What follows belongs to an exercise in optimizing a design on an open flow for small area, a short achievable clock period and few clock cycles per item; a production flow would make more cautious choices.
Function was checked by simulation only, so behaviour that the tests miss may differ from the original.

==> flow/design.v, too long to show whole: its modules and the start of the top module <==
// module rvp_div_pipe: 34 lines
// module rvp_sqrt_pipe: 24 lines
// module rvp_csa_sq2: 157 lines
// module rvp_csa_sq16: 96 lines
// module rvp_csa_mul16: 97 lines
// module rvp_csa_mul16x8: 49 lines
// module radial_vignette_pixel_top: 366 lines
module radial_vignette_pixel_top
(
	input  wire logic              clk,
	input  wire logic              arst_n,
	input  wire logic              s_tvalid,
	output logic                   s_tready,
	input  wire logic [47:0]       s_tdata,
	output logic                   m_tvalid,
	input  wire logic              m_tready,
	output logic [23:0]            m_tdata,
	input  wire logic              cfg_we,
	input  wire logic [1:0]        cfg_index,
	input  wire logic [CFG_W-1:0]  cfg_data
);
  // ...
==> flow/run.sh <==
#!/bin/bash
# synth_recipe.tcl (not shown) runs the flow's synth.tcl, then flattens the netlist and writes it again
# the make line also repeats each setting of config.mk as NAME=value (left out here)
make -C /OpenROAD-flow-scripts/flow DESIGN_CONFIG=/design/flow/config.mk WORK_HOME=/design/flow/orfs CLKGATE_MAP_FILE= SYNTH_SCRIPT=/design/flow/synth_recipe.tcl finish
==> flow/config.mk <==
export PLATFORM = sky130hd
export DESIGN_NAME = radial_vignette_pixel_top
export DESIGN_NICKNAME = radial_vignette_pixel_top
export VERILOG_FILES = /design/flow/design.v
export SDC_FILE = /design/flow/constraint.sdc
export NUM_CORES = 4
export LEC_CHECK = 0
export CAP_MARGIN = 20
export CORE_MARGIN = 2
export CORE_UTILIZATION = 40
export SLEW_MARGIN = 20
==> flow/constraint.sdc <==
create_clock -name core_clock -period 10.0 [get_ports {clk}]
set_input_delay 2.0000 -clock core_clock [delete_from_list [all_inputs] [get_ports {clk}]]
set_output_delay 2.0000 -clock core_clock [all_outputs]
set_load 0.01 [all_outputs]
==> run_results.csv, run 1 <==
group,metric,value,unit
clock_tree,cts_made_buffers,275,
yosys,yosysTopAreaCell,"edfxtp_1",
grt,grt.overflow.total,0,
yosys,synth_cell_types,108,
yosys,syn_inst,14980,
timing,timing.slew.headroom,0.274,
timing,fin_ws,4.63,ns
worst_setup_path,path_max_fanout,50,
yosys,synth_async_sr_flop_share,0.143,
timing,finalSetupTns,0,ns
die,die_h,644,um
worst_setup_path,cp.arrival,6.11,ns
worst_setup_path,startpoint,"d3_b[0]",
clock_tree,clkLatencyLatePin,0.94,ns
finish,stdcell_area,181000,um^2
outcome,status,"no timing/DRC/antenna violations",
timing,post-route-min-period,5.37,ns
yosys,synth_common_cells,"2,002 x edfxtp_1, 1,729 x ha_1, 1,460 x inv_1",
placed_design,portBuffers,97,
clock_tree,cts_hold_buf,0,
die,die_width,644,um
grt,track_usage,0.187,
worst_setup_path,cp-endpoint,"g_rd[6].r_q[22]",
drt,topRoutingLayerUsed,"met5",
worst_setup_path,crit_path_cell_trace,"inv_1, ha_1, a21o_1, a21oi_1, o21ai_1, a211oi_1, a21oi_1, o41ai_2, o31a_1, a21oi_1, o41ai_1, o22a_2, a21bo_2, o32ai_1",
grt,grt.met2_usage,0.316,
clock_tree,cts.repair.resized,0,
die,dieArea,415000,um^2
finish,clk_share,0.0508,
finish,final_common_cell,"edfxtp_1",
yosys,synth_top_area_frac,0.367,
finish,seq_share,0.379,
worst_setup_path,rr_endpoint,"g_rd[6].r_q[22]",
worst_setup_path,path_depth,14,
grt,grtUsageMet1,0.247,
Testbench counts, summed over its fixed seeds: cycles 17,536, items 16,384.
==> module radial_vignette_pixel_top, before the edit <==
module radial_vignette_pixel_top
(
	input  wire logic              clk,
	input  wire logic              arst_n,
	input  wire logic              s_tvalid,
	output logic                   s_tready,
	input  wire logic [47:0]       s_tdata,
	output logic                   m_tvalid,
	input  wire logic              m_tready,
	output logic [23:0]            m_tdata,
	input  wire logic              cfg_we,
	input  wire logic [1:0]        cfg_index,
	input  wire logic [CFG_W-1:0]  cfg_data
);
	localparam int NP = 35;    
	logic [DIM_W-1:0] width_q, height_q;
	logic [FX_W-1:0]  radius_q, strength_q;
	logic             den_pend;
	logic             tok0, tok1, tok2;
	logic [26:0]      num_c;
	logic             en;
	always_ff @(posedge clk or negedge arst_n) begin
		if (!arst_n) begin
			width_q    <= 13'd640;
			height_q   <= 13'd480;
			radius_q   <= 17'd32768;
			strength_q <= 17'd32768;
		end else if (cfg_we) begin
			unique case (cfg_index)
				2'd0: width_q    <= cfg_data[DIM_W-1:0];
				2'd1: height_q   <= cfg_data[DIM_W-1:0];
				2'd2: radius_q   <= cfg_data;
				2'd3: strength_q <= cfg_data;
				default: ;
			endcase
		end
	end
	logic [25:0] den_a, den_b, den_c;
	logic [27:0] d3_a, d3_b, d3_c;
	always_ff @(posedge clk or negedge arst_n) begin
		if (!arst_n) begin
			den_pend <= 1'b0;
			den_a    <= 26'd640000;
			den_b    <= 26'd640000;
			den_c    <= 26'd640000;
			d3_a     <= 28'd1920000;
			d3_b     <= 28'd1920000;
			d3_c     <= 28'd1920000;
		end else begin
			if (cfg_we && !cfg_index[1])
				den_pend <= 1'b1;
			else if (en)
				den_pend <= 1'b0;
			if (en && tok2)
				den_a <= num_c[25:0];
			den_b <= den_a;
			den_c <= den_b;
			d3_a  <= 28'(den_a) + 28'({den_a, 1'b0});
			d3_b  <= d3_a;
			d3_c  <= d3_b;
		end
	end
	logic [16:0] fd_a, fd_b;
	logic [18:0] fd3_a, fd3_b;
	logic [16:0] fd_c;
	assign fd_c = 17'h10000 - radius_q;
	always_ff @(posedge clk or negedge arst_n) begin
		if (!arst_n) begin
			fd_a  <= 17'd32768;
			fd_b  <= 17'd32768;
			fd3_a <= 19'd98304;
			fd3_b <= 19'd98304;
		end else begin
			fd_a  <= fd_c;
			fd_b  <= fd_a;
			fd3_a <= 19'(fd_a) + 19'({fd_a, 1'b0});
			fd3_b <= fd3_a;
		end
	end
	logic [12:0] w_eff, h_eff;
	logic [16:0] s_eff;
	logic        s_one, den_zero, r_big;
	assign w_eff    = width_q[12]  ? 13'd4096 : width_q;
	assign h_eff    = height_q[12] ? 13'd4096 : height_q;
	assign s_one    = strength_q[16];
	assign s_eff    = s_one ? 17'h10000 : strength_q;
	assign den_zero = (den_c == 26'd0);
	assign r_big    = radius_q[16];
	logic [1:0]  oc;           
	logic [23:0] ob0, ob1;     
	logic        vl;           
	logic [23:0] res_c;        
	logic        push, pop;
	logic [1:0]  oc_nx;
	assign m_tvalid = (oc != 2'd0);
	assign m_tdata  = ob0;
	assign s_tready = en && !den_pend && !tok0;
	assign push  = en && vl;
	assign pop   = m_tvalid && m_tready;
	assign oc_nx = oc + {1'b0, push} - {1'b0, pop};
	always_ff @(posedge clk or negedge arst_n) begin
		if (!arst_n) begin
			oc <= 2'd0;
			en <= 1'b1;
		end else begin
			oc <= oc_nx;
			en <= (oc_nx != 2'd2);
		end
	end
	always_ff @(posedge clk) begin
		if (pop) begin
			ob0 <= (oc == 2'd2) ? ob1 : res_c;
		end else if (push && oc == 2'd0) begin
			ob0 <= res_c;
		end
		if (push && ((oc == 2'd1 && !pop) || (oc == 2'd2)))
			ob1 <= res_c;
	end
	logic        v   [NP];
	logic [23:0] rgb [NP];
	always_ff @(posedge clk or negedge arst_n) begin
		if (!arst_n) begin
			for (int i = 0; i < NP; i++) v[i] <= 1'b0;
			tok0 <= 1'b0;
			tok1 <= 1'b0;
			tok2 <= 1'b0;
		end else if (en) begin
			v[0] <= s_tvalid && s_tready;
			for (int i = 1; i < NP; i++) v[i] <= v[i-1];
			tok0 <= den_pend;
			tok1 <= tok0;
			tok2 <= tok1;
		end
	end
	assign vl = v[NP-1];
	always_ff @(posedge clk) begin
		if (en) begin
			rgb[0] <= s_tdata[47:24];
			for (int i = 1; i < NP; i++) rgb[i] <= rgb[i-1];
		end
	end
	logic [11:0] col0, row0;
	always_ff @(posedge clk) begin
		if (en) begin
			col0 <= s_tdata[11:0];
			row0 <= s_tdata[23:12];
		end
	end
	logic [13:0] dxa, dxb, dya, dyb;
	logic [12:0] cx, cy;
	assign cx  = tok0 ? 13'd0 : {col0, 1'b0};
	assign cy  = tok0 ? 13'd0 : {row0, 1'b0};
	assign dxa = {1'b0, cx} - {1'b0, w_eff};
	assign dxb = {1'b0, w_eff} - {1'b0, cx};
	assign dya = {1'b0, cy} - {1'b0, h_eff};
	assign dyb = {1'b0, h_eff} - {1'b0, cy};
	logic [12:0] adx1, ady1;
	always_ff @(posedge clk) begin
		if (en) begin
			adx1 <= dxa[13] ? dxb[12:0] : dxa[12:0];
			ady1 <= dya[13] ? dyb[12:0] : dya[12:0];
		end
	end
	logic [26:0] sqs_c, sqc_c, sqs2, sqc2;
	rvp_csa_sq2 u_sq2 (.a(adx1), .b(ady1), .s(sqs_c), .c(sqc_c));
	always_ff @(posedge clk) begin
		if (en) begin
			sqs2 <= sqs_c;
			sqc2 <= sqc_c;
		end
	end
	assign num_c = sqs2 + sqc2;
	logic [26:0] num3;
	always_ff @(posedge clk) begin
		if (en) num3 <= num_c;
	end
	logic sat [4:12];
	always_ff @(posedge clk) begin
		if (en) begin
			sat[4] <= ({1'b0, num3} >= {den_a, 2'b00});
			for (int i = 5; i <= 12; i++) sat[i] <= sat[i-1];
		end
	end
	for (genvar i = 1; i <= 9; i++) begin : g_rd
		logic [24:0] r_in, r_o, r_q;
		logic [1:0]  p_in, q_o, q_q;
		logic [25:0] dd;
		logic [27:0] dd3;
		if (i == 1) begin : g_f
			assign r_in = num3[26:2];
			assign p_in = num3[1:0];
		end else begin : g_n
			assign r_in = g_rd[i-1].r_q;
			assign p_in = 2'b00;
		end
		if (i <= 3) begin : g_ca
			assign dd  = den_a;
			assign dd3 = d3_a;
		end else if (i <= 6) begin : g_cb
			assign dd  = den_b;
			assign dd3 = d3_b;
		end else begin : g_cc
			assign dd  = den_c;
			assign dd3 = d3_c;
		end
		rvp_div_pipe #(.RW(25), .DW(26)) u_step (
			.r(r_in), .p(p_in), .d(dd), .d3(dd3), .ro(r_o), .q(q_o)
		);
		always_ff @(posedge clk) begin
			if (en) begin
				r_q <= r_o;
				q_q <= q_o;
			end
		end
	end
	for (genvar j = 1; j <= 17; j++) begin : g_sq
		logic [j-1:0] rem_i, root_i;
		logic [j:0]   rem_c, rem_r;
		logic [j-1:0] root_c, root_r;
		logic [1:0]   pr;
		if (j == 1) begin : g_f
			assign rem_i  = '0;
			assign root_i = '0;
		end else begin : g_n
			assign rem_i  = g_sq[j-1].rem_r;
			assign root_i = {1'b0, g_sq[j-1].root_r};
		end
		if (j <= 9) begin : g_p
			assign pr = sat[3+j] ? 2'b11 : g_rd[j].q_q;
		end else begin : g_z
			assign pr = 2'b00;
		end
		rvp_sqrt_pipe #(.J(j)) u_dig (
			.rem(rem_i), .root(root_i), .pr(pr),
			.rem_o(rem_c), .root_o(root_c)
		);
		if (j < 17) begin : g_reg
			always_ff @(posedge clk) begin
				if (en) begin
					rem_r  <= rem_c;
					root_r <= root_c;
				end
			end
		end else begin : g_nreg
			assign rem_r  = rem_c;
			assign root_r = root_c;
		end
	end
	logic [15:0] rt16;
	logic        qb17;
	assign rt16 = g_sq[16].root_r;
	assign qb17 = g_sq[17].root_c[0];
	logic [17:0] dm0, dm1, dm;
	assign dm0 = {1'b0, rt16, 1'b0} - {1'b0, radius_q};
	assign dm1 = {1'b0, rt16, 1'b1} - {1'b0, radius_q};
	assign dm  = qb17 ? dm1 : dm0;
	logic [15:0] fr21;
	logic        act [21:33];
	logic        tsat[21:33];
	always_ff @(posedge clk) begin
		if (en) begin
			fr21     <= dm[15:0];
			act[21]  <= !dm[17] && (dm[16:0] != 17'd0) && !den_zero && !r_big;
			tsat[21] <= rt16[15];
			for (int i = 22; i <= 33; i++) begin
				act[i]  <= act[i-1];
				tsat[i] <= tsat[i-1];
			end
		end
	end
	for (genvar i = 1; i <= 8; i++) begin : g_fd
		logic [15:0] r_in, r_o, r_q;
		logic [1:0]  q_o;
		logic [2*i-1:0] t_q;
		logic [16:0] dd;
		logic [18:0] dd3;
		if (i == 1) begin : g_f
			assign r_in = fr21;
		end else begin : g_n
			assign r_in = g_fd[i-1].r_q;
		end
		if (i <= 4) begin : g_ca
			assign dd  = fd_a;
			assign dd3 = fd3_a;
		end else begin : g_cb
			assign dd  = fd_b;
			assign dd3 = fd3_b;
		end
		rvp_div_pipe #(.RW(16), .DW(17)) u_step (
			.r(r_in), .p(2'b00), .d(dd), .d3(dd3), .ro(r_o), .q(q_o)
		);
		if (i == 1) begin : g_t1
			always_ff @(posedge clk) begin
				if (en) t_q <= q_o;
			end
		end else begin : g_tn
			always_ff @(posedge clk) begin
				if (en) t_q <= {g_fd[i-1].t_q, q_o};
			end
		end
		if (i < 8) begin : g_r
			always_ff @(posedge clk) begin
				if (en) r_q <= r_o;
			end
		end else begin : g_nr
			assign r_q = r_o;
		end
	end
	logic [15:0] tt;
	assign tt = g_fd[8].t_q;
	logic [31:0] t2s_c, t2c_c, t2s30, t2c30;
	rvp_csa_sq16 u_sq16 (.a(tt), .s(t2s_c), .c(t2c_c));
	always_ff @(posedge clk) begin
		if (en) begin
			t2s30 <= t2s_c;
			t2c30 <= t2c_c;
		end
	end
	logic [31:0] t2sum;
	assign t2sum = t2s30 + t2c30;
	logic [15:0] t2_31;
	always_ff @(posedge clk) begin
		if (en) t2_31 <= t2sum[31:16];
	end
	logic [31:0] sts_c, stc_c, sts32, stc32;
	logic [15:0] t2_32;
	rvp_csa_mul16 u_mst (.a(strength_q[15:0]), .b(t2_31), .s(sts_c), .c(stc_c));
	always_ff @(posedge clk) begin
		if (en) begin
			sts32 <= sts_c;
			stc32 <= stc_c;
			t2_32 <= t2_31;
		end
	end
	logic [31:0] stsum;
	logic [16:0] st;
	assign stsum = sts32 + stc32;
	always_comb begin
		if (tsat[32])      st = s_eff;
		else if (s_one)    st = {1'b0, t2_32};
		else               st = {1'b0, stsum[31:16]};
	end
	logic [16:0] ff33;
	always_ff @(posedge clk) begin
		if (en) ff33 <= act[32] ? (17'h10000 - st) : 17'h10000;
	end
	logic [23:0] ps_c [3], pc_c [3], ps34 [3], pc34 [3];
	logic        f16_34;
	for (genvar ch = 0; ch < 3; ch++) begin : g_ch
		rvp_csa_mul16x8 u_m (.a(ff33[15:0]), .b(rgb[33][8*ch+7:8*ch]), .s(ps_c[ch]), .c(pc_c[ch]));
		always_ff @(posedge clk) begin
			if (en) begin
				ps34[ch] <= ps_c[ch];
				pc34[ch] <= pc_c[ch];
			end
		end
	end
	always_ff @(posedge clk) begin
		if (en) f16_34 <= ff33[16];
	end
	logic [23:0] pr_c, pg_c, pb_c;
	assign pr_c = ps34[0] + pc34[0];
	assign pg_c = ps34[1] + pc34[1];
	assign pb_c = ps34[2] + pc34[2];
	assign res_c = f16_34 ? rgb[NP-1] : {pb_c[23:16], pg_c[23:16], pr_c[23:16]};
endmodule
==> inputs of run 2 (changes only) <==
--- a/flow/design.v
+++ b/flow/design.v
@@ -490,2 +490,180 @@
 endmodule   
+module rvp_csa_sq13 (
+	input wire logic [12:0] a,
+	output logic [25:0] s,
+	output logic [25:0] c
+);
+	logic [25:0] r0;
+	assign r0 = ({26{a[0]}} & ((26'(a[12:1]) << 2) | (26'(1) << 0)));
+	logic [25:0] r1;
+	assign r1 = ({26{a[1]}} & ((26'(a[12:2]) << 4) | (26'(1) << 2)));
+	logic [25:0] r2;
+	assign r2 = ({26{a[2]}} & ((26'(a[12:3]) << 6) | (26'(1) << 4)));
+	logic [25:0] r3;
+	assign r3 = ({26{a[3]}} & ((26'(a[12:4]) << 8) | (26'(1) << 6)));
+	logic [25:0] r4;
+	assign r4 = ({26{a[4]}} & ((26'(a[12:5]) << 10) | (26'(1) << 8)));
+	logic [25:0] r5;
+	assign r5 = ({26{a[5]}} & ((26'(a[12:6]) << 12) | (26'(1) << 10)));
+	logic [25:0] r6;
+	assign r6 = ({26{a[6]}} & ((26'(a[12:7]) << 14) | (26'(1) << 12)));
+	logic [25:0] r7;
+	assign r7 = ({26{a[7]}} & ((26'(a[12:8]) << 16) | (26'(1) << 14)));
+	logic [25:0] r8;
+	assign r8 = ({26{a[8]}} & ((26'(a[12:9]) << 18) | (26'(1) << 16)));
+	logic [25:0] r9;
+	assign r9 = ({26{a[9]}} & ((26'(a[12:10]) << 20) | (26'(1) << 18)));
+	logic [25:0] r10;
+	assign r10 = ({26{a[10]}} & ((26'(a[12:11]) << 22) | (26'(1) << 20)));
+	logic [25:0] r11;
+	assign r11 = ({26{a[11]}} & ((26'(a[12:12]) << 24) | (26'(1) << 22)));
+	logic [25:0] r12;
+	assign r12 = ({26{a[12]}} & (26'(0) | (26'(1) << 24)));
+	logic [25:0] t_s0_0, t_c0_0, t_m0_0;
+	assign t_s0_0 = r0 ^ r1 ^ r2;
+	assign t_m0_0 = (r0 & r1) | (r0 & r2) | (r1 & r2);
+	assign t_c0_0 = {t_m0_0[24:0], 1'b0};
+	logic [25:0] t_s0_1, t_c0_1, t_m0_1;
+	assign t_s0_1 = r3 ^ r4 ^ r5;
+	assign t_m0_1 = (r3 & r4) | (r3 & r5) | (r4 & r5);
+	assign t_c0_1 = {t_m0_1[24:0], 1'b0};
+	logic [25:0] t_s0_2, t_c0_2, t_m0_2;
+	assign t_s0_2 = r6 ^ r7 ^ r8;
+	assign t_m0_2 = (r6 & r7) | (r6 & r8) | (r7 & r8);
+	assign t_c0_2 = {t_m0_2[24:0], 1'b0};
+	logic [25:0] t_s0_3, t_c0_3, t_m0_3;
+	assign t_s0_3 = r9 ^ r10 ^ r11;
+	assign t_m0_3 = (r9 & r10) | (r9 & r11) | (r10 & r11);
+	assign t_c0_3 = {t_m0_3[24:0], 1'b0};
+	logic [25:0] t_s1_4, t_c1_4, t_m1_4;
+	assign t_s1_4 = t_s0_0 ^ t_c0_0 ^ t_s0_1;
+	assign t_m1_4 = (t_s0_0 & t_c0_0) | (t_s0_0 & t_s0_1) | (t_c0_0 & t_s0_1);
+	assign t_c1_4 = {t_m1_4[24:0], 1'b0};
+	logic [25:0] t_s1_5, t_c1_5, t_m1_5;
+	assign t_s1_5 = t_c0_1 ^ t_s0_2 ^ t_c0_2;
+	assign t_m1_5 = (t_c0_1 & t_s0_2) | (t_c0_1 & t_c0_2) | (t_s0_2 & t_c0_2);
+	assign t_c1_5 = {t_m1_5[24:0], 1'b0};
+	logic [25:0] t_s1_6, t_c1_6, t_m1_6;
+	assign t_s1_6 = t_s0_3 ^ t_c0_3 ^ r12;
+	assign t_m1_6 = (t_s0_3 & t_c0_3) | (t_s0_3 & r12) | (t_c0_3 & r12);
+	assign t_c1_6 = {t_m1_6[24:0], 1'b0};
+	logic [25:0] t_s2_7, t_c2_7, t_m2_7;
+	assign t_s2_7 = t_s1_4 ^ t_c1_4 ^ t_s1_5;
+	assign t_m2_7 = (t_s1_4 & t_c1_4) | (t_s1_4 & t_s1_5) | (t_c1_4 & t_s1_5);
+	assign t_c2_7 = {t_m2_7[24:0], 1'b0};
+	logic [25:0] t_s2_8, t_c2_8, t_m2_8;
+	assign t_s2_8 = t_c1_5 ^ t_s1_6 ^ t_c1_6;
+	assign t_m2_8 = (t_c1_5 & t_s1_6) | (t_c1_5 & t_c1_6) | (t_s1_6 & t_c1_6);
+	assign t_c2_8 = {t_m2_8[24:0], 1'b0};
+	logic [25:0] t_s3_9, t_c3_9, t_m3_9;
+	assign t_s3_9 = t_s2_7 ^ t_c2_7 ^ t_s2_8;
+	assign t_m3_9 = (t_s2_7 & t_c2_7) | (t_s2_7 & t_s2_8) | (t_c2_7 & t_s2_8);
+	assign t_c3_9 = {t_m3_9[24:0], 1'b0};
+	logic [25:0] t_s4_10, t_c4_10, t_m4_10;
+	assign t_s4_10 = t_s3_9 ^ t_c3_9 ^ t_c2_8;
+	assign t_m4_10 = (t_s3_9 & t_c3_9) | (t_s3_9 & t_c2_8) | (t_c3_9 & t_c2_8);
+	assign t_c4_10 = {t_m4_10[24:0], 1'b0};
+	assign s = t_s4_10;
+	assign c = t_c4_10;
+endmodule   
+module rvp_csa_mst (
+	input wire logic [15:0] t,
+	input wire logic [15:0] s1,
+	input wire logic [17:0] s3,
+	output logic [31:0] s,
+	output logic [31:0] c
+);
+	logic [31:0] r0;
+	assign r0 = ((({32{t[1:0] == 2'd1}} & 32'(s1)) | ({32{t[1:0] == 2'd2}} & (32'(s1) << 1)) | ({32{t[1:0] == 2'd3}} & 32'(s3))) << 0);
+	logic [31:0] r1;
+	assign r1 = ((({32{t[3:2] == 2'd1}} & 32'(s1)) | ({32{t[3:2] == 2'd2}} & (32'(s1) << 1)) | ({32{t[3:2] == 2'd3}} & 32'(s3))) << 2);
+	logic [31:0] r2;
+	assign r2 = ((({32{t[5:4] == 2'd1}} & 32'(s1)) | ({32{t[5:4] == 2'd2}} & (32'(s1) << 1)) | ({32{t[5:4] == 2'd3}} & 32'(s3))) << 4);
+	logic [31:0] r3;
+	assign r3 = ((({32{t[7:6] == 2'd1}} & 32'(s1)) | ({32{t[7:6] == 2'd2}} & (32'(s1) << 1)) | ({32{t[7:6] == 2'd3}} & 32'(s3))) << 6);
+	logic [31:0] r4;
+	assign r4 = ((({32{t[9:8] == 2'd1}} & 32'(s1)) | ({32{t[9:8] == 2'd2}} & (32'(s1) << 1)) | ({32{t[9:8] == 2'd3}} & 32'(s3))) << 8);
+	logic [31:0] r5;
+	assign r5 = ((({32{t[11:10] == 2'd1}} & 32'(s1)) | ({32{t[11:10] == 2'd2}} & (32'(s1) << 1)) | ({32{t[11:10] == 2'd3}} & 32'(s3))) << 10);
+	logic [31:0] r6;
+	assign r6 = ((({32{t[13:12] == 2'd1}} & 32'(s1)) | ({32{t[13:12] == 2'd2}} & (32'(s1) << 1)) | ({32{t[13:12] == 2'd3}} & 32'(s3))) << 12);
+	logic [31:0] r7;
+	assign r7 = ((({32{t[15:14] == 2'd1}} & 32'(s1)) | ({32{t[15:14] == 2'd2}} & (32'(s1) << 1)) | ({32{t[15:14] == 2'd3}} & 32'(s3))) << 14);
+	logic [31:0] t_s0_0, t_c0_0, t_m0_0;
+	assign t_s0_0 = r0 ^ r1 ^ r2;
+	assign t_m0_0 = (r0 & r1) | (r0 & r2) | (r1 & r2);
+	assign t_c0_0 = {t_m0_0[30:0], 1'b0};
+	logic [31:0] t_s0_1, t_c0_1, t_m0_1;
+	assign t_s0_1 = r3 ^ r4 ^ r5;
+	assign t_m0_1 = (r3 & r4) | (r3 & r5) | (r4 & r5);
+	assign t_c0_1 = {t_m0_1[30:0], 1'b0};
+	logic [31:0] t_s1_2, t_c1_2, t_m1_2;
+	assign t_s1_2 = t_s0_0 ^ t_c0_0 ^ t_s0_1;
+	assign t_m1_2 = (t_s0_0 & t_c0_0) | (t_s0_0 & t_s0_1) | (t_c0_0 & t_s0_1);
+	assign t_c1_2 = {t_m1_2[30:0], 1'b0};
+	logic [31:0] t_s1_3, t_c1_3, t_m1_3;
+	assign t_s1_3 = t_c0_1 ^ r6 ^ r7;
+	assign t_m1_3 = (t_c0_1 & r6) | (t_c0_1 & r7) | (r6 & r7);
+	assign t_c1_3 = {t_m1_3[30:0], 1'b0};
+	logic [31:0] t_s2_4, t_c2_4, t_m2_4;
+	assign t_s2_4 = t_s1_2 ^ t_c1_2 ^ t_s1_3;
+	assign t_m2_4 = (t_s1_2 & t_c1_2) | (t_s1_2 & t_s1_3) | (t_c1_2 & t_s1_3);
+	assign t_c2_4 = {t_m2_4[30:0], 1'b0};
+	logic [31:0] t_s3_5, t_c3_5, t_m3_5;
+	assign t_s3_5 = t_s2_4 ^ t_c2_4 ^ t_c1_3;
+	assign t_m3_5 = (t_s2_4 & t_c2_4) | (t_s2_4 & t_c1_3) | (t_c2_4 & t_c1_3);
+	assign t_c3_5 = {t_m3_5[30:0], 1'b0};
+	assign s = t_s3_5;
+	assign c = t_c3_5;
+endmodule   
+module rvp_csa_mch (
+	input wire logic [15:0] f,
+	input wire logic [7:0] c1,
+	input wire logic [9:0] c3,
+	output logic [23:0] s,
+	output logic [23:0] c
+);
+	logic [23:0] r0;
+	assign r0 = ((({24{f[1:0] == 2'd1}} & 24'(c1)) | ({24{f[1:0] == 2'd2}} & (24'(c1) << 1)) | ({24{f[1:0] == 2'd3}} & 24'(c3))) << 0);
+	logic [23:0] r1;
+	assign r1 = ((({24{f[3:2] == 2'd1}} & 24'(c1)) | ({24{f[3:2] == 2'd2}} & (24'(c1) << 1)) | ({24{f[3:2] == 2'd3}} & 24'(c3))) << 2);
+	logic [23:0] r2;
+	assign r2 = ((({24{f[5:4] == 2'd1}} & 24'(c1)) | ({24{f[5:4] == 2'd2}} & (24'(c1) << 1)) | ({24{f[5:4] == 2'd3}} & 24'(c3))) << 4);
+	logic [23:0] r3;
+	assign r3 = ((({24{f[7:6] == 2'd1}} & 24'(c1)) | ({24{f[7:6] == 2'd2}} & (24'(c1) << 1)) | ({24{f[7:6] == 2'd3}} & 24'(c3))) << 6);
+	logic [23:0] r4;
+	assign r4 = ((({24{f[9:8] == 2'd1}} & 24'(c1)) | ({24{f[9:8] == 2'd2}} & (24'(c1) << 1)) | ({24{f[9:8] == 2'd3}} & 24'(c3))) << 8);
+	logic [23:0] r5;
+	assign r5 = ((({24{f[11:10] == 2'd1}} & 24'(c1)) | ({24{f[11:10] == 2'd2}} & (24'(c1) << 1)) | ({24{f[11:10] == 2'd3}} & 24'(c3))) << 10);
+	logic [23:0] r6;
+	assign r6 = ((({24{f[13:12] == 2'd1}} & 24'(c1)) | ({24{f[13:12] == 2'd2}} & (24'(c1) << 1)) | ({24{f[13:12] == 2'd3}} & 24'(c3))) << 12);
+	logic [23:0] r7;
+	assign r7 = ((({24{f[15:14] == 2'd1}} & 24'(c1)) | ({24{f[15:14] == 2'd2}} & (24'(c1) << 1)) | ({24{f[15:14] == 2'd3}} & 24'(c3))) << 14);
+	logic [23:0] t_s0_0, t_c0_0, t_m0_0;
+	assign t_s0_0 = r0 ^ r1 ^ r2;
+	assign t_m0_0 = (r0 & r1) | (r0 & r2) | (r1 & r2);
+	assign t_c0_0 = {t_m0_0[22:0], 1'b0};
+	logic [23:0] t_s0_1, t_c0_1, t_m0_1;
+	assign t_s0_1 = r3 ^ r4 ^ r5;
+	assign t_m0_1 = (r3 & r4) | (r3 & r5) | (r4 & r5);
+	assign t_c0_1 = {t_m0_1[22:0], 1'b0};
+	logic [23:0] t_s1_2, t_c1_2, t_m1_2;
+	assign t_s1_2 = t_s0_0 ^ t_c0_0 ^ t_s0_1;
+	assign t_m1_2 = (t_s0_0 & t_c0_0) | (t_s0_0 & t_s0_1) | (t_c0_0 & t_s0_1);
+	assign t_c1_2 = {t_m1_2[22:0], 1'b0};
+	logic [23:0] t_s1_3, t_c1_3, t_m1_3;
+	assign t_s1_3 = t_c0_1 ^ r6 ^ r7;
+	assign t_m1_3 = (t_c0_1 & r6) | (t_c0_1 & r7) | (r6 & r7);
+	assign t_c1_3 = {t_m1_3[22:0], 1'b0};
+	logic [23:0] t_s2_4, t_c2_4, t_m2_4;
+	assign t_s2_4 = t_s1_2 ^ t_c1_2 ^ t_s1_3;
+	assign t_m2_4 = (t_s1_2 & t_c1_2) | (t_s1_2 & t_s1_3) | (t_c1_2 & t_s1_3);
+	assign t_c2_4 = {t_m2_4[22:0], 1'b0};
+	logic [23:0] t_s3_5, t_c3_5, t_m3_5;
+	assign t_s3_5 = t_s2_4 ^ t_c2_4 ^ t_c1_3;
+	assign t_m3_5 = (t_s2_4 & t_c2_4) | (t_s2_4 & t_c1_3) | (t_c2_4 & t_c1_3);
+	assign t_c3_5 = {t_m3_5[22:0], 1'b0};
+	assign s = t_s3_5;
+	assign c = t_c3_5;
+endmodule   
 `default_nettype wire
@@ -530,4 +708,4 @@
 	end
-	logic [25:0] den_a, den_b, den_c;
-	logic [27:0] d3_a, d3_b, d3_c;
+	logic [25:0] den_a, den_b;
+	logic [27:0] d3_a, d3_b;
 	always_ff @(posedge clk or negedge arst_n) begin
@@ -536,7 +714,2 @@
 			den_a    <= 26'd640000;
-			den_b    <= 26'd640000;
-			den_c    <= 26'd640000;
-			d3_a     <= 28'd1920000;
-			d3_b     <= 28'd1920000;
-			d3_c     <= 28'd1920000;
 		end else begin
@@ -548,25 +721,16 @@
 				den_a <= num_c[25:0];
-			den_b <= den_a;
-			den_c <= den_b;
-			d3_a  <= 28'(den_a) + 28'({den_a, 1'b0});
-			d3_b  <= d3_a;
-			d3_c  <= d3_b;
 		end
 	end
-	logic [16:0] fd_a, fd_b;
-	logic [18:0] fd3_a, fd3_b;
-	logic [16:0] fd_c;
-	assign fd_c = 17'h10000 - radius_q;
-	always_ff @(posedge clk or negedge arst_n) begin
-		if (!arst_n) begin
-			fd_a  <= 17'd32768;
-			fd_b  <= 17'd32768;
-			fd3_a <= 19'd98304;
-			fd3_b <= 19'd98304;
-		end else begin
-			fd_a  <= fd_c;
-			fd_b  <= fd_a;
-			fd3_a <= 19'(fd_a) + 19'({fd_a, 1'b0});
-			fd3_b <= fd3_a;
-		end
+	always_ff @(posedge clk) begin
+		den_b <= den_a;
+		d3_a  <= 28'(den_a) + 28'({den_a, 1'b0});
+		d3_b  <= d3_a;
+	end
+	logic [16:0] fd_a;
+	logic [18:0] fd3_a;
+	logic [17:0] s3_q;
+	always_ff @(posedge clk) begin
+		fd_a  <= 17'h10000 - radius_q;
+		fd3_a <= 19'(fd_a) + 19'({fd_a, 1'b0});
+		s3_q  <= 18'(strength_q[15:0]) + 18'({strength_q[15:0], 1'b0});
 	end
@@ -579,3 +743,3 @@
 	assign s_eff    = s_one ? 17'h10000 : strength_q;
-	assign den_zero = (den_c == 26'd0);
+	assign den_zero = (den_a == 26'd0);
 	assign r_big    = radius_q[16];
@@ -656,11 +820,14 @@
 	end
-	logic [26:0] sqs_c, sqc_c, sqs2, sqc2;
-	rvp_csa_sq2 u_sq2 (.a(adx1), .b(ady1), .s(sqs_c), .c(sqc_c));
+	logic [25:0] sxs_c, sxc_c, sys_c, syc_c, sxs2, sxc2, sys2, syc2;
+	rvp_csa_sq13 u_sqx (.a(adx1), .s(sxs_c), .c(sxc_c));
+	rvp_csa_sq13 u_sqy (.a(ady1), .s(sys_c), .c(syc_c));
 	always_ff @(posedge clk) begin
 		if (en) begin
-			sqs2 <= sqs_c;
-			sqc2 <= sqc_c;
+			sxs2 <= sxs_c;
+			sxc2 <= sxc_c;
+			sys2 <= sys_c;
+			syc2 <= syc_c;
 		end
 	end
-	assign num_c = sqs2 + sqc2;
+	assign num_c = 27'(sxs2) + 27'(sxc2) + 27'(sys2) + 27'(syc2);
 	logic [26:0] num3;
@@ -688,11 +855,8 @@
 		end
-		if (i <= 3) begin : g_ca
+		if (i <= 4) begin : g_ca
 			assign dd  = den_a;
 			assign dd3 = d3_a;
-		end else if (i <= 6) begin : g_cb
+		end else begin : g_cb
 			assign dd  = den_b;
 			assign dd3 = d3_b;
-		end else begin : g_cc
-			assign dd  = den_c;
-			assign dd3 = d3_c;
 		end
@@ -774,9 +938,4 @@
 		end
-		if (i <= 4) begin : g_ca
-			assign dd  = fd_a;
-			assign dd3 = fd3_a;
-		end else begin : g_cb
-			assign dd  = fd_b;
-			assign dd3 = fd3_b;
-		end
+		assign dd  = fd_a;
+		assign dd3 = fd3_a;
 		rvp_div_pipe #(.RW(16), .DW(17)) u_step (
@@ -819,3 +978,3 @@
 	logic [15:0] t2_32;
-	rvp_csa_mul16 u_mst (.a(strength_q[15:0]), .b(t2_31), .s(sts_c), .c(stc_c));
+	rvp_csa_mst u_mst (.t(t2_31), .s1(strength_q[15:0]), .s3(s3_q), .s(sts_c), .c(stc_c));
 	always_ff @(posedge clk) begin
@@ -836,4 +995,9 @@
 	logic [16:0] ff33;
+	logic [9:0]  c3_33 [3];
 	always_ff @(posedge clk) begin
-		if (en) ff33 <= act[32] ? (17'h10000 - st) : 17'h10000;
+		if (en) begin
+			ff33 <= act[32] ? (17'h10000 - st) : 17'h10000;
+			for (int ch = 0; ch < 3; ch++)
+				c3_33[ch] <= 10'(rgb[32][8*ch+7 -: 8]) + 10'({rgb[32][8*ch+7 -: 8], 1'b0});
+		end
 	end
@@ -842,3 +1006,3 @@
 	for (genvar ch = 0; ch < 3; ch++) begin : g_ch
-		rvp_csa_mul16x8 u_m (.a(ff33[15:0]), .b(rgb[33][8*ch+7:8*ch]), .s(ps_c[ch]), .c(pc_c[ch]));
+		rvp_csa_mch u_m (.f(ff33[15:0]), .c1(rgb[33][8*ch+7:8*ch]), .c3(c3_33[ch]), .s(ps_c[ch]), .c(pc_c[ch]));
 		always_ff @(posedge clk) begin
==> run 2 against run 1 <==
Still clean. Register-to-register slack got worse by 0.23 ns. Die area decreased by 0.89%. Sequential share of layout area decreased by 0.074 points. Utilization increased by 0.089 points. Synthesized cell count decreased by 1.1%. Via count increased by 1.4%. Hold slack got worse by 0.018 ns. Critical path type unchanged.
==> run_results.csv, run 2 <==
group,metric,value,unit
timing,finalSetupTns,0,ns
grt,grt_pass1_vias,110116,
timing,maxSlewViolCount,0,
die,coreArea,406000,um^2
die,io_pins,98,
placed_design,post-place-cells,20052,
drt,drc,0,
yosys,synth_edf_count,2065,
finish,regArea,67900,um^2
finish,regMostFlops,"rgb",
timing,setup_viol,0,
grt,grt_pass1_wl,621,mm
die,initial_utilization,0.401,
clock_tree,clkLatencyLatePin,0.92,ns
finish,top_regs,"rgb: 837 flops, g_rd.r_q: 200 flops, g_sq.rem_r: 145 flops",
yosys,syn_inst,14809,
yosys,synth_top_area_frac,0.382,
drt,wl,393,mm
yosys,ys_seq_area_frac,0.418,
grt,track_usage,0.188,
finish,nets,17259,
finish,stdcell_area,179000,um^2
finish,final_common_cell,"edfxtp_1",
timing,skew,0.0447,ns
placed_design,portBuffers,97,
timing,rsz0062_at_grt,"no",
drt,viasPerCell,5.42,
grt,grt.overflow.total,0,
yosys,synth.ff_latch_count,2328,
placed_design,dpl.hpwl,291,mm
yosys,synth_nets,17162,
timing,timing.final.crit_share,0.560,
worst_setup_path,r2r_setup_slack,4.40,ns
clock_tree,clock_path_buffers,4,
finish,areaGrowthSynthToFinish,10.4,%
finish,multi_input_area,89000,um^2
worst_setup_path,cp.arrival,6.24,ns
finish,largest_reg_flops,837,
die,dieArea,411000,um^2
finish,layoutNonFillerInstCount,20595,
yosys,synth_async_sr_flop_share,0.0550,
outcome,status,"no timing/DRC/antenna violations",
die,rows,234,
clock_tree,cts_hold_buf,0,
clock_tree,cts_made_buffers,279,
clock_tree,clkTransAtPathRegs,0.06,ns
die,die_width,641,um
worst_setup_path,cp-end-kind,"flip-flop",
clock_tree,cts.repair.resized,0,
yosys,yosysMostFrequentCell,"edfxtp_1",
yosys,synth_common_cells,"2,065 x edfxtp_1, 1,844 x ha_1, 1,101 x inv_1",
grt,antenna_found_initial,6,
clock_tree,post_cts_buffers,0,
clock_tree,h-tree-depth,5,
timing,worst_pin_slew,1.13,ns
placed_design,gp_congestion,0.889,
drt,dr.first_iter.drc_count,7414,
clock_tree,cts_root_buf,"clkbuf_16",
finish,fillers,37649,
drt,ant_nets,0,
clock_tree,clkSinkCount,2328,
drt,first_pass_iters,6,
yosys,syn_area,163000,um^2
job,drv_cap,0,
placed_design,postPlaceCellArea,170000,um^2
grt,grt_start_max_net_pins,182,
clock_tree,cts_tree,"yes",
worst_setup_path,critical_path_class,"reg2reg",
yosys,yosys_warnings,21,
timing,timing.slew.headroom,0.247,
drt,via_count,111525,
die,die_h,641,um
worst_setup_path,path_max_fanout,23,
yosys,yosysTopAreaCell,"edfxtp_1",
worst_hold_path,worst_hold_path_type,"reg2reg",
finish,finish.utilization,0.443,
timing,timing.fmax,0.179,GHz
yosys,synthTopCellsByArea,"edfxtp_1 38%, ha_1 14%, fa_1 5.4%",
worst_setup_path,critical_path_required,10.64,ns
timing,hold_viol,0,
finish,drive_gt1_frac,0.0866,
finish,layout_common_cells,"2,065 x edfxtp_1, 1,844 x ha_1, 1,101 x inv_1, 924 x a21oi_1, 847 x nand2_1",
worst_setup_path,start_kind,"flip-flop",
yosys,synth_cell_types,105,
yosys,avgSynthCellArea,11.0,um^2
drt,wire_per_inst,19.1,um
timing,post-route-min-period,5.60,ns
yosys,synth_ff_type,"edfxtp_1",
==> run 2: cell types whose count changed after synthesis, moves of 168 or more <==
cell     previous run  this run
a22o_1             13       195
and2_1            689       274
dfrtp_1           282       114
fa_1              695       437
inv_1            1460      1101
mux2_2            264       570
==> run 2: logic make-up after synthesis <==
logic type / count (synthesis) / share of synthesized area
AO/OA/AOI/OAI: 3724 / 0.150
AND/OR/NAND/NOR: 3191 / 0.0962
flip-flops: 2328 / 0.418
adder cells (fa/ha/maj): 2281 / 0.196
buffers and inverters: 1548 / 0.0362
XOR/XNOR: 1002 / 0.0540
multiplexers: 735 / 0.0497
==> run 2: area by class of cell <==
class | count | share of cell area
clock inverter | 144 | 0.00871
timing repair buffer | 262 | 0.0129
antenna | 35 | 0.000488
tap | 5428 | 0.0378
sequential | 2328 | 0.379
inverter | 1102 | 0.0230
multi-input combinational | 10933 | 0.496
clock buffer | 363 | 0.0427
==> run 2: path summary, 6_finish.rpt <==
| kind | start | endpoint | depth (start not counted) |
|---|---|---|---|
| max in group asynchronous | arst_n | v[16] | 3 |
| worst max register to register | fd_a[1] | g_fd[6].r_q[9] | 15 |
| worst max-delay path | fd_a[1] | g_fd[6].r_q[9] | 15 |
| worst min-delay path | d3_a[6] | d3_b[6] | 0 |
| min in group asynchronous | arst_n | den_a[1] | 1 |
| worst min register to register | d3_a[6] | d3_b[6] | 0 |
==> run 2: layer usage <==
metal / up-vias / GRT usage / part of all wire
met5: - / 0 / 0
met4: 0 / 0.0562 / 0.030
met3: 590 / 0.0207 / 0.041
met2: 2190 / 0.319 / 0.47
met1: 54080 / 0.251 / 0.45
li1: 54665 / - / -
==> run 2: metrics by stage <==
stage / hold WS (ns) / setup WS, ns
5_1_grt: 0.349 / 3.96
3_3_place_gp: 0.332 / 4.47
2_1_floorplan: 0.329 / -4.81
4_1_cts: 0.343 / 4.39
3_5_place_dp: 0.335 / 4.38
6_report: 0.349 / 4.40
==> run 2: critical path, cell delays in order, from the launching register on <==
cell and delay [ns]:
dfxtp_1 0.98, inv_1 0.63, ha_1 0.46, buf_4 0.24
a21o_1 0.18, a21o_1 0.20, a21oi_1 0.18, o21ai_0 0.15
a211oi_1 0.39, a21oi_1 0.19, a41oi_1 0.30, a211o_1 0.76
mux2i_1 0.28, nor2_1 0.06, a211oi_1 0.24, a21oi_1 0.07
Testbench counts of run 2, summed over its fixed seeds: cycles 17,536, items 16,384.
==> inputs of run 3 (changes only) <==
--- a/flow/design.v
+++ b/flow/design.v
@@ -753,3 +753,4 @@
 	assign m_tdata  = ob0;
-	assign s_tready = en && !den_pend && !tok0;
+	logic rdy_q;
+	assign s_tready = rdy_q;
 	assign push  = en && vl;
@@ -759,7 +760,9 @@
 		if (!arst_n) begin
-			oc <= 2'd0;
-			en <= 1'b1;
+			oc    <= 2'd0;
+			en    <= 1'b1;
+			rdy_q <= 1'b1;
 		end else begin
-			oc <= oc_nx;
-			en <= (oc_nx != 2'd2);
+			oc    <= oc_nx;
+			en    <= (oc_nx != 2'd2);
+			rdy_q <= (oc_nx != 2'd2) && !(cfg_we && !cfg_index[1]) && !(en ? den_pend : (den_pend || tok0));
 		end
@@ -767,8 +770,5 @@
 	always_ff @(posedge clk) begin
-		if (pop) begin
+		if (pop || (push && oc == 2'd0))
 			ob0 <= (oc == 2'd2) ? ob1 : res_c;
-		end else if (push && oc == 2'd0) begin
-			ob0 <= res_c;
-		end
-		if (push && ((oc == 2'd1 && !pop) || (oc == 2'd2)))
+		if (push && oc == 2'd1)
 			ob1 <= res_c;
--- a/flow/config.mk
+++ b/flow/config.mk
@@ -7,2 +7,3 @@
 export LEC_CHECK = 0
+export ABC_AREA = 1
 export CAP_MARGIN = 20
==> run 3 against run 2 <==
Still clean on timing, DRC and antenna. Maximum frequency increased by 23%. Highest routed layer is now met5. Die area rose by 3.9%. Final area rose by 3.5%. Non-clock buffer count fell by 15. Final cell count up 20%. Global-route usage increased by 5.4 points.
==> run_results.csv, run 3 <==
group,metric,value,unit
clock_tree,cts_tree,"yes",
clock_tree,cts_hold_buf,0,
finish,top_regs,"rgb: 837 flops, g_rd.r_q: 200 flops, g_sq.rem_r: 145 flops",
worst_setup_path,cp_top_family,"buffers and inverters",
die,die_h,654,um
worst_setup_path,cp_num_buf_inv,3,
clock_tree,cts_root_buf,"clkbuf_16",
drt,wire_per_inst,21.4,um
clock_tree,cts_made_buffers,282,
worst_hold_path,whs_path_depth,0,
finish,largest_reg_flops,837,
grt,antenna_found_initial,14,
yosys,synth_async_sr_flop_share,0.0554,
yosys,synthTopCellsByArea,"edfxtp_1 37%, ha_1 14%, nand2_1 8.5%",
job,drv_cap,0,
drt,dr.first_iter.drc_count,12596,
yosys,yosysTopAreaCell,"edfxtp_1",
grt,grt_pass1_wl,794,mm
yosys,yosysMostFrequentCell,"nand2_1",
worst_setup_path,rr_endpoint,"g_rd[1].r_q[14]",
worst_setup_path,r2r_setup_slack,5.44,ns
yosys,synth_nets,21033,
finish,stdcell_area,186000,um^2
clock_tree,post_cts_buffers,0,
placed_design,postPlaceCellArea,176000,um^2
die,initial_utilization,0.402,
grt,grt_start_max_net_pins,205,
die,coreArea,420000,um^2
timing,skew,0.0405,ns
yosys,synth.ff_latch_count,2329,
yosys,synth_common_cells,"3,815 x nand2_1, 2,323 x inv_1, 2,065 x edfxtp_1",
clock_tree,clkSinkCount,2329,
clock_tree,clkTransAtPathRegs,0.06,ns
yosys,avgSynthCellArea,9.04,um^2
timing,maxSlewViolCount,0,
timing,timing.slew.headroom,0.263,
clock_tree,clock_path_buffers,4,
yosys,syn_inst,18680,
yosys,synth_cell_types,90,
timing,hold_viol,0,
finish,nets,21155,
worst_hold_path,worst_hold_path_type,"reg2reg",
drt,viasPerCell,5.48,
worst_setup_path,critical_path_class,"reg2reg",
placed_design,dpl.hpwl,392,mm
placed_design,portBuffers,97,
finish,final_common_cell,"nand2_1",
grt,track_usage,0.241,
finish,fillers,40550,
drt,wl,528,mm
drt,drc,0,
drt,first_pass_iters,8,
die,io_pins,98,
timing,timing.fmax,0.219,GHz
yosys,synth_edf_count,2065,
placed_design,gp_congestion,0.982,
finish,layout_common_cells,"3,813 x nand2_1, 2,314 x inv_1, 2,065 x edfxtp_1, 1,842 x ha_1, 1,748 x a21oi_1",
finish,drive_gt1_frac,0.0451,
worst_setup_path,cp.arrival,5.33,ns
clock_tree,cts.repair.resized,0,
finish,regMostFlops,"rgb",
die,die_width,654,um
drt,via_count,135209,
yosys,ys_seq_area_frac,0.402,
worst_setup_path,timing.rr.start,"den_a[5]",
worst_setup_path,path_max_fanout,33,
timing,rsz0062_at_grt,"no",
yosys,synth_top_area_frac,0.367,
worst_setup_path,start_kind,"flip-flop",
worst_setup_path,crit_slowest_cell,"inv_1",
timing,worst_hold_slack,0.348,ns
worst_hold_path,min_to,"d3_b[23]",
finish,areaGrowthSynthToFinish,9.97,%
die,dieArea,427000,um^2
worst_setup_path,cp-end-kind,"flip-flop",
yosys,yosys_warnings,21,
timing,worst_pin_slew,1.10,ns
clock_tree,h-tree-depth,5,
worst_setup_path,critical_path_required,10.77,ns
grt,grt_pass1_vias,129700,
yosys,synth_ff_type,"edfxtp_1",
worst_hold_path,hp-start,"d3_a[23]",
outcome,status,"no timing/DRC/antenna violations",
timing,post-route-min-period,4.56,ns
worst_setup_path,crit_path_cell_trace,"inv_1, ha_1, nand2_1, nand2_1, nand3_1, nand2_1, a21oi_1, o21ai_2, nand4_1, nand3_1, inv_1, buf_4, o21ai_0, a21oi_1, o21ai_0, o21ai_0",
timing,timing.final.crit_share,0.456,
yosys,syn_area,169000,um^2
worst_setup_path,r2r_cells,16,
drt,ant_nets,0,
timing,setup_viol,0,
clock_tree,clkLatencyLatePin,0.95,ns
worst_setup_path,max_stage_delay,0.70,ns
die,rows,238,
grt,grt.overflow.total,0,
==> run 3: cell count changes after synthesis, sizes merged, moves of 309 or more <==
cell / previous run / this run
a21oi: 929 / 1779
inv: 1101 / 2364
mux2: 570 / 1
nand2: 850 / 3841
nand3: 194 / 712
o21ai: 773 / 1082
==> run 3: how the worst max path moves through the flow <==
stage | start | cells after the start | to | slack (ns)
floorplan | en | 5 | den_a[10] | -3.90
global route | den_a[5] | 16 | g_rd[1].r_q[14] | 5.13
finish | den_a[5] | 16 | g_rd[1].r_q[14] | 5.44
global placement | den_a[5] | 14 | g_rd[1].r_q[14] | 5.57
CTS | den_a[5] | 16 | g_rd[1].r_q[14] | 5.50
detailed placement | den_a[5] | 14 | g_rd[1].r_q[14] | 5.52
==> run 3: through the flow <==
| step | TNS, ns | setup slack (ns) | utilization | instances |
|---|---|---|---|---|
| 2_1_floorplan | -6471.02 | -3.90 | - | 18680 |
| 3_3_place_gp | 0 | 5.57 | 0.420 | 24158 |
| 3_5_place_dp | 0 | 5.52 | 0.420 | 24158 |
| 4_1_cts | 0 | 5.50 | 0.442 | 24668 |
| 5_1_grt | 0 | 5.13 | 0.442 | 24669 |
| 6_report | 0 | 5.44 | 0.442 | 24678 |
==> run 3: kinds of logic (layout without fill, tap and decap cells) <==
group                      count (synthesis)  after routing  share of synthesized area
buffers and inverters                   2798           3146                     0.0641
adders and majority gates               2281           2281                      0.188
and+or+nand+nor                         6186           6186                      0.152
muxes                                     11             11                   0.000659
other                                      0             10                          0
xor gates and xnor gates                 930            930                     0.0484
DFF                                     2329           2329                      0.402
AOI/OAI and AO/OA                       4145           4145                      0.144
==> run 3: layer usage <==
layer / vias up / wire, um / GRT usage
met5: - / 13 / 0
met4: 2 / 26900 / 0.110
met3: 1034 / 37100 / 0.0339
met2: 4877 / 232000 / 0.379
met1: 64229 / 232000 / 0.331
li1: 65067 / - / -
==> run 3: area by class of cell <==
type,count,area [um^2],share of cell area
diodes,10,25.0,0.000135
clock buffers,364,7620,0.0410
clock inverters,146,1720,0.00924
inverters,2389,8970,0.0483
multi-input cells,13553,90200,0.485
flip-flops and latches,2329,68000,0.366
well taps,5640,7060,0.0380
repair buffers,247,2200,0.0118
==> run 3: worst register-to-register path, cell delays in order (launching register included) <==
cell and delay, ns:
dfrtp_1 0.41, inv_1 0.70, ha_1 0.46, nand2_1 0.10
nand2_1 0.07, nand3_1 0.07, nand2_1 0.08, a21oi_1 0.26
o21ai_2 0.15, nand4_1 0.10, nand3_1 0.57, inv_1 0.42
buf_4 0.39, o21ai_0 0.14, a21oi_1 0.13, o21ai_0 0.20
o21ai_0 0.16
Testbench counts of run 3, summed over its fixed seeds: cycles 17,536, items 16,384.
==> inputs of run 4 (changes only) <==
--- a/flow/config.mk
+++ b/flow/config.mk
@@ -11,2 +11,3 @@
 export CORE_UTILIZATION = 40
+export SETUP_SLACK_MARGIN = 5
 export SLEW_MARGIN = 20
==> run 4 against run 3 <==
First-iteration DRC count unchanged. Clock skew unchanged. Global-route usage unchanged. Via count unchanged. Count of clock-buffer cells in the layout unchanged. Register-to-register slack about the same. Setup slack unchanged. Hold slack unchanged. Non-clock buffer count unchanged. Still clean on timing, DRC and antenna.
==> run_results.csv, run 4 <==
group,metric,value,unit
finish,largest_reg_flops,837,
worst_setup_path,path_max_fanout,33,
finish,top_regs,"rgb: 837 flops, g_rd.r_q: 200 flops, g_sq.rem_r: 145 flops",
drt,viasPerCell,5.48,
clock_tree,clkLatencyLatePin,0.95,ns
timing,timing.fmax,0.219,GHz
clock_tree,cts_tree,"yes",
timing,post-route-min-period,4.56,ns
yosys,synth-simple-area-share,0.152,
worst_setup_path,cp_num_buf_inv,3,
die,die_h,654,um
worst_setup_path,crit_path_cell_trace,"inv_1, ha_1, nand2_1, nand2_1, nand3_1, nand2_1, a21oi_1, o21ai_2, nand4_1, nand3_1, inv_1, buf_4, o21ai_0, a21oi_1, o21ai_0, o21ai_0",
worst_setup_path,critical_path_required,10.77,ns
drt,first_pass_iters,8,
drt,drc,0,
worst_setup_path,cp.arrival,5.33,ns
yosys,ys_seq_area_frac,0.402,
finish,stdcell_area,186000,um^2
yosys,synth-compound-area-share,0.144,
clock_tree,post_cts_buffers,0,
placed_design,post-place-cells,24158,
grt,antenna_found_initial,14,
yosys,synth_common_cells,"3,815 x nand2_1, 2,323 x inv_1, 2,065 x edfxtp_1",
timing,timing.final.crit_share,0.456,
placed_design,portBuffers,97,
yosys,synth_top_area_frac,0.367,
finish,final_common_cell,"nand2_1",
timing,timing.slew.headroom,0.263,
yosys,synth.ff_latch_count,2329,
grt,grt_pass1_vias,129700,
die,rows,238,
yosys,synth_ff_type,"edfxtp_1",
die,dieArea,427000,um^2
clock_tree,h-tree-depth,5,
placed_design,dpl.hpwl,392,mm
yosys,synthTopCellsByArea,"edfxtp_1 37%, ha_1 14%, nand2_1 8.5%",
finish,areaGrowthSynthToFinish,9.97,%
drt,ant_nets,0,
worst_setup_path,cp-end-kind,"flip-flop",
clock_tree,clkTransAtPathRegs,0.06,ns
grt,track_usage,0.241,
clock_tree,clock_path_buffers,4,
finish,finish.utilization,0.442,
die,io_pins,98,
yosys,synth_top_family_by_area,"adder cells",
finish,regMostFlops,"rgb",
placed_design,dp_slack,5.52,ns
yosys,yosys_warnings,21,
drt,dr.first_iter.drc_count,12596,
timing,worst_pin_slew,1.10,ns
drt,wire_per_inst,21.4,um
grt,grt_start_max_net_pins,205,
worst_setup_path,cp_top_family,"buffers and inverters",
finish,nets,21155,
yosys,synth_edf_count,2065,
finish,drive_gt1_frac,0.0451,
worst_hold_path,worst_hold_path_type,"reg2reg",
clock_tree,cts_hold_buf,0,
yosys,yosysTopAreaCell,"edfxtp_1",
die,die_width,654,um
timing,rsz0062_at_grt,"no",
die,coreArea,420000,um^2
yosys,synth_async_sr_flop_share,0.0554,
clock_tree,clkSinkCount,2329,
timing,fin_ws,5.44,ns
yosys,syn_area,169000,um^2
clock_tree,cts_root_buf,"clkbuf_16",
drt,via_count,135209,
finish,layoutNonFillerInstCount,24678,
job,drv_cap,0,
outcome,status,"no timing/DRC/antenna violations",
yosys,synthAdderAreaFrac,0.188,
timing,setup_viol,0,
worst_setup_path,max_stage_delay,0.70,ns
clock_tree,cts.repair.resized,0,
timing,skew,0.0405,ns
drt,wl,528,mm
grt,grt.overflow.total,0,
yosys,synth_cell_types,90,
yosys,synth_nets,21033,
yosys,synthXorXnorAreaFrac,0.0484,
yosys,avgSynthCellArea,9.04,um^2
timing,hold_viol,0,
yosys,muxShareOfSynthArea,0.000659,
worst_setup_path,crit_slowest_cell,"inv_1",
clock_tree,cts_made_buffers,282,
yosys,yosysMostFrequentCell,"nand2_1",
timing,maxSlewViolCount,0,
worst_setup_path,critical_path_class,"reg2reg",
placed_design,postPlaceCellArea,176000,um^2
yosys,syn_inst,18680,
placed_design,gp_congestion,0.982,
die,initial_utilization,0.402,
grt,grt_pass1_wl,794,mm
finish,layout_common_cells,"3,813 x nand2_1, 2,314 x inv_1, 2,065 x edfxtp_1, 1,842 x ha_1, 1,748 x a21oi_1",
worst_setup_path,start_kind,"flip-flop",
run 4: cells by family (layout without fill, tap and decap cells):
logic type	after synthesis	in the layout
mux	11	11
fa+ha+maj	2281	2281
flops	2329	2329
simple gates	6186	6186
other cells	0	10
buf+inv	2798	3146
xor+xnor	930	930
compound gates	4145	4145
run 4: through the flow:
step	TNS, ns	hold WS [ns]
after CTS	0	0.341
after detailed placement	0	0.342
after global placement	0	0.339
after global routing	0	0.355
after floorplan	-6471.02	0.331
final	0	0.348
run 4: metal layers:
layer	part of all wire	up-vias	track usage
met5	0.000025	-	0
met4	0.051	2	0.110
met3	0.070	1034	0.0339
met2	0.44	4877	0.379
met1	0.44	64229	0.331
li1	-	65067	-
run 4: area by class of cell:
type | instances | area [um^2]
Fill cell | 40550 | 234000
Clock inverter | 146 | 1720
Inverter | 2389 | 8970
Clock buffer | 364 | 7620
Tap cell | 5640 | 7060
Antenna cell | 10 | 25.0
Sequential cell | 2329 | 68000
Multi-Input combinational cell | 13553 | 90200
Timing Repair Buffer | 247 | 2200
run 4: worst register-to-register path, cell delays in order, from the launching register on:
cell,delay (ns)
dfrtp_1,0.41
inv_1,0.70
ha_1,0.46
nand2_1,0.10
nand2_1,0.07
nand3_1,0.07
nand2_1,0.08
a21oi_1,0.26
o21ai_2,0.15
nand4_1,0.10
nand3_1,0.57
inv_1,0.42
buf_4,0.39
o21ai_0,0.14
a21oi_1,0.13
o21ai_0,0.20
o21ai_0,0.16
run 4: final timing paths:
kind	from	to	slack (ns)	cells past startpoint
worst max register to register	den_a[5]	g_rd[1].r_q[14]	5.44	16
max in group asynchronous	arst_n	strength_q[11]	7.60	2
min in group asynchronous	arst_n	tok2	1.03	1
worst min-delay path	d3_a[23]	d3_b[23]	0.35	0
worst min register to register	d3_a[23]	d3_b[23]	0.35	0
worst max-delay path	den_a[5]	g_rd[1].r_q[14]	5.44	16
==> inputs of run 5 (changes only) <==
==> flow/flow/run.sh (new file) <==
#!/bin/bash
set -euo pipefail
echo "export SETUP_SLACK_MARGIN = 6" >> config.mk
bash standard.sh > standard.log 2>&1
==> flow/standard.sh (new file) <==
#!/bin/bash
# synth_recipe.tcl (not shown) runs the flow's synth.tcl, then flattens the netlist and writes it again
# the make line also repeats each setting of config.mk as NAME=value (left out here)
make -C /OpenROAD-flow-scripts/flow DESIGN_CONFIG=/design/flow/config.mk WORK_HOME=/design/flow/orfs CLKGATE_MAP_FILE= SYNTH_SCRIPT=/design/flow/synth_recipe.tcl "${@:-finish}"
--- a/flow/config.mk
+++ b/flow/config.mk
@@ -11,3 +11,3 @@
 export CORE_UTILIZATION = 40
-export SETUP_SLACK_MARGIN = 5
 export SLEW_MARGIN = 20
+export SETUP_SLACK_MARGIN = 6
removed: flow/run.sh
==> run 5 against run 4 <==
Critical path depth is 4 lower. Final area up 0.65%. First-iteration DRC count rose by 0.52%. Die area did not move. Maximum frequency rose by 17%. Synthesized area is the same. Register-to-register slack improved by 0.65 ns. Setup slack improved by 0.65 ns. Via count increased by 0.27%.
==> run_results.csv, run 5 <==
group,metric,value,unit
outcome,status,"no timing/DRC/antenna violations",
grt,antenna_found_initial,14,
worst_setup_path,r2r_setup_slack,6.09,ns
drt,via_count,135579,
yosys,synth_top_area_frac,0.367,
drt,first_pass_iters,7,
finish,layout_common_cells,"3,797 x nand2_1, 2,291 x inv_1, 2,065 x edfxtp_1, 1,842 x ha_1, 1,748 x a21oi_1",
job,drv_cap,0,
yosys,syn_area,169000,um^2
drt,wire_per_inst,21.4,um
worst_setup_path,timing.rr.start,"d3_a[13]",
worst_setup_path,critical_path_required,10.67,ns
timing,setup_viol,0,
worst_setup_path,crit_path_cell_trace,"inv_1, ha_1, inv_1, o21ai_0, a31oi_1, o21ai_1, a211oi_1, nand2_2, inv_4, nand2_1, a21oi_1, nor2_1",
clock_tree,cts_made_buffers,282,
die,io_pins,98,
placed_design,dpl.hpwl,392,mm
worst_setup_path,max_stage_delay,0.60,ns
grt,grt_pass1_vias,129984,
grt,grt_pass1_wl,796,mm
worst_setup_path,crit_slowest_cell,"inv_1",
worst_setup_path,cp_num_buf_inv,3,
worst_hold_path,worst_hold_path_type,"reg2reg",
yosys,yosysTopAreaCell,"edfxtp_1",
clock_tree,h-tree-depth,5,
timing,worst_pin_slew,1.09,ns
finish,regMostFlops,"rgb",
yosys,synth_ff_type,"edfxtp_1",
timing,timing.fmax,0.256,GHz
yosys,synth_nets,21033,
worst_setup_path,start_kind,"flip-flop",
die,initial_utilization,0.402,
drt,drc,0,
yosys,avgSynthCellArea,9.04,um^2
finish,largest_reg_flops,837,
grt,track_usage,0.242,
clock_tree,clkTransAtPathRegs,0.06,ns
timing,timing.slew.headroom,0.272,
worst_setup_path,cp.arrival,4.58,ns
finish,drive_gt1_frac,0.0535,
worst_setup_path,crit_top_cell,"inv_1",
die,dieArea,427000,um^2
yosys,synth_edf_count,2065,
drt,viasPerCell,5.47,
finish,areaGrowthSynthToFinish,10.7,%
grt,grt.overflow.total,0,
yosys,syn_inst,18680,
timing,hold_viol,0,
die,die_width,654,um
drt,dr.first_iter.drc_count,12662,
worst_setup_path,path_max_fanout,30,
worst_setup_path,rr_endpoint,"g_rd[4].r_q[18]",
timing,fin_ws,6.09,ns
finish,finish.utilization,0.445,
yosys,ys_seq_area_frac,0.402,
clock_tree,clkSinkCount,2329,
finish,nets,21256,
yosys,synthTopCellsByArea,"edfxtp_1 37%, ha_1 14%, nand2_1 8.5%",
clock_tree,cts_root_buf,"clkbuf_16",
grt,grt_start_max_net_pins,205,
worst_hold_path,whs_path_depth,0,
timing,rsz0062_at_grt,"yes",
timing,maxSlewViolCount,0,
clock_tree,cts_hold_buf,0,
clock_tree,clock_path_buffers,4,
placed_design,gp_congestion,0.982,
worst_hold_path,min_to,"d3_b[23]",
yosys,synth_common_cells,"3,815 x nand2_1, 2,323 x inv_1, 2,065 x edfxtp_1",
clock_tree,cts_tree,"yes",
finish,final_common_cell,"nand2_1",
placed_design,dp_slack,5.52,ns
finish,top_regs,"rgb: 837 flops, g_rd.r_q: 200 flops, g_sq.rem_r: 145 flops",
drt,wl,531,mm
timing,post-route-min-period,3.91,ns
yosys,synth_async_sr_flop_share,0.0554,
yosys,synth.ff_latch_count,2329,
worst_setup_path,cp-end-kind,"flip-flop",
die,rows,238,
worst_hold_path,hp-start,"d3_a[23]",
worst_setup_path,r2r_cells,12,
yosys,yosysMostFrequentCell,"nand2_1",
drt,ant_nets,0,
timing,skew,0.0393,ns
yosys,yosys_warnings,21,
clock_tree,clkLatencyLatePin,0.95,ns
die,die_h,654,um
yosys,synth_cell_types,90,
timing,timing.final.crit_share,0.391,
worst_setup_path,critical_path_class,"reg2reg",
worst_setup_path,cp_top_family,"compound AO/OA/AOI/OAI gates",
die,coreArea,420000,um^2
placed_design,portBuffers,97,
-- run 5: cell counts after synthesis --
No cell type changed its count.
-- run 5: metrics by stage --
step	cells	setup TNS [ns]	hold WS (ns)	instance area, um^2
2_1_floorplan	18680	-6471.02	0.331	169000
3_3_place_gp	24158	0	0.339	176000
3_5_place_dp	24158	0	0.342	176000
4_1_cts	24727	0	0.341	186000
5_1_grt	24770	0	0.355	187000
6_report	24779	0	0.348	187000
-- run 5: worst max-delay path by stage --
stage | from | to | slack (ns) | cells after the start
after global routing | den_a[0] | g_rd[1].r_q[14] | 5.98 | 16
final | d3_a[13] | g_rd[4].r_q[18] | 6.09 | 12
after CTS | den_a[6] | g_rd[1].r_q[14] | 5.85 | 14
after global placement | den_a[5] | g_rd[1].r_q[14] | 5.57 | 14
after floorplan | en | den_a[10] | -3.90 | 5
after detailed placement | den_a[5] | g_rd[1].r_q[14] | 5.52 | 14
-- run 5: routing by layer --
layer / up-vias / track usage / part of all wire
met2: 4872 / 0.380 / 0.44
met3: 1010 / 0.0339 / 0.071
met5: - / 0 / 0.000024
li1: 65269 / - / -
met4: 2 / 0.110 / 0.051
met1: 64426 / 0.332 / 0.44
-- run 5: what timing repair did --
item	4_1_cts	5_1_grt
setup buffers	58	41
gates cloned	1	1
pin swaps	0	1
gates resized for setup	27	62
setup endpoints to repair	128	214
-- run 5: layout make-up --
type	instances	area, um^2
Antenna cell	10	25.0
Clock buffer	364	7620
Clock inverter	146	1720
Fill cell	40476	233000
Inverter	2389	9110
Multi-Input combinational cell	13553	90300
Sequential cell	2329	68000
Tap cell	5640	7060
Timing Repair Buffer	346	3140
Timing Repair inverter	2	15.0
-- run 5: kinds of logic (layout without fill, tap and decap cells) --
kind of cell             after synthesis  count (layout)  synth area share
AND/OR/NAND/NOR                     6186            6186             0.152
AO/OA/AOI/OAI                       4145            4145             0.144
buffers and inverters               2798            3247            0.0641
flip-flops                          2329            2329             0.402
adder cells (fa/ha/maj)             2281            2281             0.188
XOR/XNOR                             930             930            0.0484
multiplexers                          11              11          0.000659
other                                  0              10                 0

-- port drivers added, routing unchanged --
The flow's constraints put no driver on any port. The routed layouts listed below were extracted and timed again, unchanged, in two steps.
Step 1 (the two cells are an assumption about what drives the block):
set clk [get_ports {clk}]
set_driving_cell -lib_cell sky130_fd_sc_hd__clkbuf_16 $clk
set_driving_cell -lib_cell sky130_fd_sc_hd__buf_2 [delete_from_list [all_inputs] $clk]
Step 2 adds t to the input delays and takes it off the output delays; t is the mean of the earliest and latest rising clock arrival at the registers after step 1. Input paths then give back, and output paths get back, about the clock's delay inside the block.
a / b / c = no drivers / after step 1 / after step 2; a / b = the first two.
run | t (ns) | slack for setup (ns) | worst register clock-pin slew, ns | cell pins on the clock port's net
run 1 | 1.012 | 4.625 / 4.527 / 4.625 | 0.07 / 0.07 | 1
run 2 | 1.007 | 4.400 / 4.400 / 4.400 | 0.07 / 0.07 | 1
run 3 | 1.027 | 5.444 / 5.444 / 5.444 | 0.07 / 0.07 | 1
run 4 | 1.027 | 5.444 / 5.444 / 5.444 | 0.07 / 0.07 | 1
run 5 | 1.028 | 6.090 / 5.997 / 5.934 | 0.07 / 0.07 | 1
After both steps setup and hold are still met in every run listed. For run 5, which loses most, drivers alone change the setup slack by -0.093 ns; drivers and shift together by -0.156 ns.
